This design comes from an exercise in tuning for small area on the open sky130 flow, not from production work. Only the layout flow was run in this run; the RTL was not checked for function there. No activity file was given, so power comes from the tool's default toggle rates.

==> flow/design.v <==
module skew_line #(
    parameter int unsigned WIDTH = 8,
    parameter int unsigned DEPTH = 1
) (
    input  logic             clk,
    input  logic             rstn,
    input  logic [WIDTH-1:0] i_d,
    output logic [WIDTH-1:0] o_q
);
    if (DEPTH == 0) begin : g_wire
        assign o_q = i_d;
    end else begin : g_reg
        logic [DEPTH*WIDTH-1:0]     r_sr;
        logic [(DEPTH+1)*WIDTH-1:0] w_nx;
        assign w_nx = {r_sr, i_d};
        always_ff @(posedge clk or negedge rstn) begin
            if (!rstn) begin
                r_sr <= '0;
            end else begin
                r_sr <= w_nx[DEPTH*WIDTH-1:0];
            end
        end
        assign o_q = r_sr[DEPTH*WIDTH-1 -: WIDTH];
    end
endmodule
module sa32_feeder (
    input  logic               clk,
    input  logic               rstn,
    input  logic               start,
    input  logic [15:0]        k_len,
    input  logic               in_valid,
    output logic               in_ready,
    input  logic [255:0]       in_act,
    input  logic [255:0]       in_weight,
    output logic [255:0]       activation,
    output logic [255:0]       weight,
    output logic               control,
    output logic               busy,
    output logic               done
);
    localparam int unsigned N         = 32;
    localparam int unsigned WIDTH     = 8;
    localparam int unsigned KW        = 16;
    localparam int unsigned FLUSH_CYC = 3 * N - 2;
    localparam int unsigned FCW       = $clog2(FLUSH_CYC);
    typedef enum logic [1:0] {
        IDLE,
        STREAM,
        FLUSH,
        CTRL
    } feeder_state_e;
    typedef logic [WIDTH-1:0]   lane_t;
    typedef logic [N*WIDTH-1:0] bus_t;
    function automatic logic [WIDTH-1:0] lane_get(input logic [N*WIDTH-1:0] b, input int unsigned i);
        lane_get = b[(N-1-i)*WIDTH +: WIDTH];
    endfunction
    function automatic logic [N*WIDTH-1:0] lane_set(input logic [N*WIDTH-1:0] b, input int unsigned i,
                                                     input logic [WIDTH-1:0] v);
        lane_set = b;
        lane_set[(N-1-i)*WIDTH +: WIDTH] = v;
    endfunction
    feeder_state_e r_state;
    feeder_state_e w_next;
    logic [KW-1:0] r_klen;
    logic [KW-1:0] r_cnt;
    logic [KW-1:0] w_cnt_inc;
    logic [FCW-1:0] r_fcnt;
    logic          r_done;
    logic          w_in_ready;
    logic          w_control;
    logic          w_beat;
    logic          w_flush_end;
    bus_t          r_inj_act;
    bus_t          r_inj_w;
    bus_t          w_act_bus;
    bus_t          w_w_bus;
    lane_t         w_act_in  [N];
    lane_t         w_act_out [N];
    lane_t         w_w_in    [N];
    lane_t         w_w_out   [N];
    assign w_cnt_inc   = r_cnt + KW'(1);
    assign w_beat      = w_in_ready & in_valid;
    assign w_flush_end = (r_fcnt == FCW'(FLUSH_CYC - 1));
    always_ff @(posedge clk or negedge rstn) begin
        if (!rstn) begin
            r_state <= IDLE;
        end else begin
            r_state <= w_next;
        end
    end
    always_comb begin
        w_next     = r_state;
        w_in_ready = 1'b0;
        w_control  = 1'b0;
        case (r_state)
            IDLE: begin
                if (start) begin
                    w_next = (k_len != '0) ? STREAM : CTRL;
                end
            end
            STREAM: begin
                w_in_ready = 1'b1;
                if (in_valid && (w_cnt_inc == r_klen)) begin
                    w_next = FLUSH;
                end
            end
            FLUSH: begin
                if (w_flush_end) begin
                    w_next = CTRL;
                end
            end
            CTRL: begin
                w_control = 1'b1;
                w_next    = IDLE;
            end
            default: w_next = IDLE;
        endcase
    end
    always_ff @(posedge clk or negedge rstn) begin
        if (!rstn) begin
            r_klen <= '0;
            r_cnt  <= '0;
            r_fcnt <= '0;
        end else begin
            if (r_state == IDLE && start) begin
                r_klen <= k_len;
                r_cnt  <= '0;
            end else if (w_beat) begin
                r_cnt <= w_cnt_inc;
            end
            if (r_state == FLUSH) begin
                r_fcnt <= r_fcnt + FCW'(1);
            end else begin
                r_fcnt <= '0;
            end
        end
    end
    always_ff @(posedge clk or negedge rstn) begin
        if (!rstn) begin
            r_done <= 1'b0;
        end else begin
            r_done <= (r_state == CTRL);
        end
    end
    always_ff @(posedge clk or negedge rstn) begin
        if (!rstn) begin
            r_inj_act <= '0;
            r_inj_w   <= '0;
        end else begin
            r_inj_act <= w_beat ? in_act    : '0;
            r_inj_w   <= w_beat ? in_weight : '0;
        end
    end
    for (genvar g = 0; g < N; g++) begin : g_lane
        assign w_act_in[g] = lane_get(r_inj_act, g);
        assign w_w_in[g]   = lane_get(r_inj_w, g);
        skew_line #(.WIDTH(WIDTH), .DEPTH(g)) u_act_skew (
            .clk  (clk),
            .rstn (rstn),
            .i_d  (w_act_in[g]),
            .o_q  (w_act_out[g])
        );
        skew_line #(.WIDTH(WIDTH), .DEPTH(g)) u_w_skew (
            .clk  (clk),
            .rstn (rstn),
            .i_d  (w_w_in[g]),
            .o_q  (w_w_out[g])
        );
    end
    always_comb begin
        w_act_bus = '0;
        w_w_bus   = '0;
        for (int unsigned i = 0; i < N; i++) begin
            w_act_bus = lane_set(w_act_bus, i, w_act_out[i]);
            w_w_bus   = lane_set(w_w_bus, i, w_w_out[i]);
        end
    end
    assign activation = w_act_bus;
    assign weight     = w_w_bus;
    assign in_ready   = w_in_ready;
    assign control    = w_control;
    assign done       = r_done;
    assign busy       = (r_state != IDLE);
endmodule
==> flow/run.sh <==
#!/bin/bash
# synth_recipe.tcl (not shown) runs the flow's synth.tcl, then flattens the netlist and writes it again
# the make line also repeats each setting of config.mk as NAME=value (left out here)
make -C /OpenROAD-flow-scripts/flow DESIGN_CONFIG=/design/flow/config.mk WORK_HOME=/design/flow/orfs CLKGATE_MAP_FILE= SYNTH_SCRIPT=/design/flow/synth_recipe.tcl finish
==> flow/config.mk <==
export PLATFORM = sky130hd
export DESIGN_NAME = sa32_feeder
export DESIGN_NICKNAME = sa32_feeder
export VERILOG_FILES = /design/flow/design.v
export SDC_FILE = /design/flow/constraint.sdc
export NUM_CORES = 4
export LEC_CHECK = 0
export CAP_MARGIN = 20
export CORE_MARGIN = 2
export CORE_UTILIZATION = 45
export SLEW_MARGIN = 20
==> flow/constraint.sdc <==
create_clock -name core_clock -period 4.0 [get_ports {clk}]
set_input_delay 0.8000 -clock core_clock [delete_from_list [all_inputs] [get_ports {clk}]]
set_output_delay 0.8000 -clock core_clock [all_outputs]
set_load 0.01 [all_outputs]
==> metrics.csv <==
metric,value,unit
status,finished clean,
router iterations before antenna repair,8,
"Period Utilization, post-route",87.99,%
RSZ-0062 raised after global routing,no,
ys flop type,dfrtp_1,
Wirelength per Cell,18.32,um
"top cells by area, synth","dfrtp_1 96%, buf_4 1.7%, and3_1 1.5%",
DP HPWL,187700,um
Die ar.,497200,um2
endpoints failing setup,0,
post-route ant nets,0,
Cell variety after synth,40,
max cap viols,0,
CTS Root Cell,clkbuf_16,
CTS H-tree lvls,6,
initial antenna violation count,72,
CP startpoint kind,register,
Post-synth EDFFs,0,
Synth Cell Area,221200,um2
Syn. warnings,38,
Slew Limit Fails,0,
synthesized instance count,9808,
Tmin final,3.520,ns
WP data arrival,2.72,ns
pin count of the biggest net entering global routing,206,
DRC Markers,0,
share of cells above drive strength 1,12.12,%
Leak Pwr,137.5,nW
Fill cells,36265,
final hold violation count,0,
maximum buffer depth of the clock tree,4,
Setup WS pre-CTS,1.180,ns
first-pass GRT wire length,538800,um
max_slew headroom,18.77,%
Worst Slack Setup Final,0.4802,ns
nets@finish,11733,
"Seq/Total Area, Yosys",96.04,%
clock skew,0.08717,ns
Starting DRT DRC Count,4815,
GRT Residual Overflow,0,
RR Startpoint,r_state[1],
clock sinks,8490,
clk slew on worst S/H paths,0.06,ns
TNS Setup,0,ns
Avg Vias per Cell,4.283,
Synth Area per Inst,22.55,um2
post-synthesis net count,10349,
top-count cell post-synth,dfrtp_1,
vias in the first global route,90731,
GRT Util Overall,13.90,%
cts bufs inserted,783,
"Async S/R FF share, synth",100.0,%
RR Endpoint,r_cnt[10],
synthesized flop and latch total,8490,
HP Class,input pin to asynchronous set/reset pin,
multi-input logic area,4543,um2
CTS resizes,0,
Initial Util,45.17,%
Seq. cell area,212500,um2
Worst Path Required,3.20,ns
Power per Cell Area,698.6,nW/um2
most instantiated cells after synthesis,"8490 x dfrtp_1, 515 x and3_1, 500 x buf_4",
crit end category,primary output,
worst-skew pair later-pin latency,1.08,ns
Max VDD drop,0.5721,mV
FF-to-FF path depth,6,
port buffer count,1047,
num ports,1048,
drt total wl,335500,um
row count,257,
"reg-to-reg slack, setup",1.45,ns
Yosys top cell area share,96.04,%
WS Path Type,register to primary output,
crit-path max FO,37,
TritonCTS clock tree,done,
leading area contributor after synthesis,dfrtp_1,
gpl congestion,0.7908,
DR vias,78435,
Die W,705.1,um
f_max,284.1,MHz
slew at the pin closest to its max-slew limit,1.218,ns
core area,489700,um2
"Core Util, Final",54.05,%
die height,705.1,um
area grow syn2layout,19.67,%
-- layout by cell type (no fill, tap or decap), types with 7 or more instances in the layout --
| cell type | netlist | layout |
|---|---|---|
| clkinv_4 | 0 | 11 |
| clkbuf_8 | 0 | 194 |
| ha_1 | 9 | 8 |
| dfrtp_1 | 8490 | 8490 |
| clkinvlp_4 | 0 | 23 |
| and3_1 | 515 | 515 |
| bufinv_16 | 0 | 55 |
| nand3_1 | 13 | 13 |
| nand2_1 | 11 | 11 |
| clkbuf_1 | 118 | 177 |
| buf_4 | 500 | 107 |
| clkinv_2 | 0 | 102 |
| diode_2 | 0 | 18 |
| xnor2_1 | 17 | 17 |
| clkinv_16 | 0 | 41 |
| clkdlybuf4s50_1 | 0 | 1045 |
| xor2_1 | 16 | 16 |
| buf_12 | 0 | 63 |
| clkbuf_16 | 0 | 784 |
| a21oi_1 | 8 | 8 |
| mux2_2 | 16 | 16 |
| nor2_1 | 18 | 18 |
| inv_16 | 0 | 7 |
| inv_6 | 0 | 11 |
| and2_1 | 9 | 8 |
| nand4_1 | 7 | 7 |
-- routing by layer --
metal / part of all wire [%] / wire (um) / GRT usage, %
met4: 3.3 / 10960 / 4.561
met3: 5.1 / 17240 / 3.284
met1: 40 / 134100 / 18.13
met2: 52 / 172900 / 23.24
met5: 0.065 / 218 / 0
-- per-stage QoR --
stage          hold slack [ns]  area (um2)  instances  power (mW)
5_1_grt                 0.1430      264700      18301       193.3
2_1_floorplan           0.3312      221200       9808       105.6
6_report                0.2206      264700      18312       184.9
3_5_place_dp            0.3347      237700      16880       111.8
3_3_place_gp            0.3310      237700      16879       111.0
4_1_cts                0.09352      264700      18294       188.2
-- how the worst max path moves through the flow --
| stage | depth (start not counted) | endpoint | slack, ns | from |
|---|---|---|---|---|
| 3_5_place_dp | 4 | r_cnt[10] | 1.18 | start |
| 5_1_grt | 3 | in_ready | 0.27 | r_state[1] |
| 3_3_place_gp | 6 | r_state[1] | 0.14 | k_len[14] |
| 4_1_cts | 3 | in_ready | 0.31 | r_state[1] |
| 2_1_floorplan | 7 | r_state[0] | 1.79 | in_valid |
| 6_report | 3 | in_ready | 0.48 | r_state[1] |
-- power by group --
part / switching, mW / internal (mW)
logic: 4.11 / 2.74
clock network: 31.3 / 43.7
registers: 4.23 / 98.9
-- registers in the layout (all words and copies together), names as in the netlist --
register / count
g_lane.u_act_skew.g_reg.r_sr: 3968
g_lane.u_w_skew.g_reg.r_sr: 3968
r_inj_act: 256
r_inj_w: 256
r_cnt: 16
r_klen: 16
r_fcnt: 7
r_state: 2
r_done: 1
-- worst max-delay path: stages, from the launching register on --
cell and delay, ns:
dfrtp_1 0.40, inv_1 0.19, ha_4 0.43, clkdlybuf4s50_1 0.62
-- cell type report --
| class | count | share of cell area, % |
|---|---|---|
| well taps | 6475 | 3.060 |
| repair buffers | 1220 | 4.759 |
| inverters | 6 | 0.008508 |
| diodes | 18 | 0.01702 |
| multi-input cells | 691 | 1.716 |
| clock buffers | 1155 | 8.671 |
| flip-flops and latches | 8490 | 80.25 |
| clock inverters | 257 | 1.514 |
-- what timing repair did --
item	4_1_cts	5_1_grt
endpoints found under the hold margin	122	0
buffers inserted	0	0
hold buffers	2	0
-- kinds of logic (layout without fill, tap and decap cells) --
family	Yosys count	after routing	share of synthesized area [%]
AOI/OAI and AO/OA	29	29	0.09616
xor gates and xnor gates	33	33	0.1307
adders and majority gates	9	9	0.05091
buffers and inverters	627	2638	1.913
DFF	8490	8490	96.04
muxes	20	20	0.09955
other	0	18	0
and+or+nand+nor	600	600	1.667

-- separate check: timing with driven ports --
The results above use ideal ports. As a check the final layout listed here was re-extracted and re-timed, cells and wires unchanged. Step 1 assumes that a clkbuf_16 drives the clock port and a buf_2 every other input. Step 2, shift: input delay + t, output delay - t, t = (earliest + latest rising clock arrival at the registers) / 2. This alone moves slack from input paths to output paths. Three values: ideal ports, drivers, drivers and shift; two values: the first two.
t (ns): 1.153
setup WS [ns]: 0.480 / 0.371 / 0.846
slew at the worst register clock pin (ns): 0.07 / 0.07
worst slew at a driven data input, ns: 0.22
After both steps this run still meets setup and hold. The setup slack of this run moves by -0.109 ns with the drivers and by +0.366 ns with both steps.
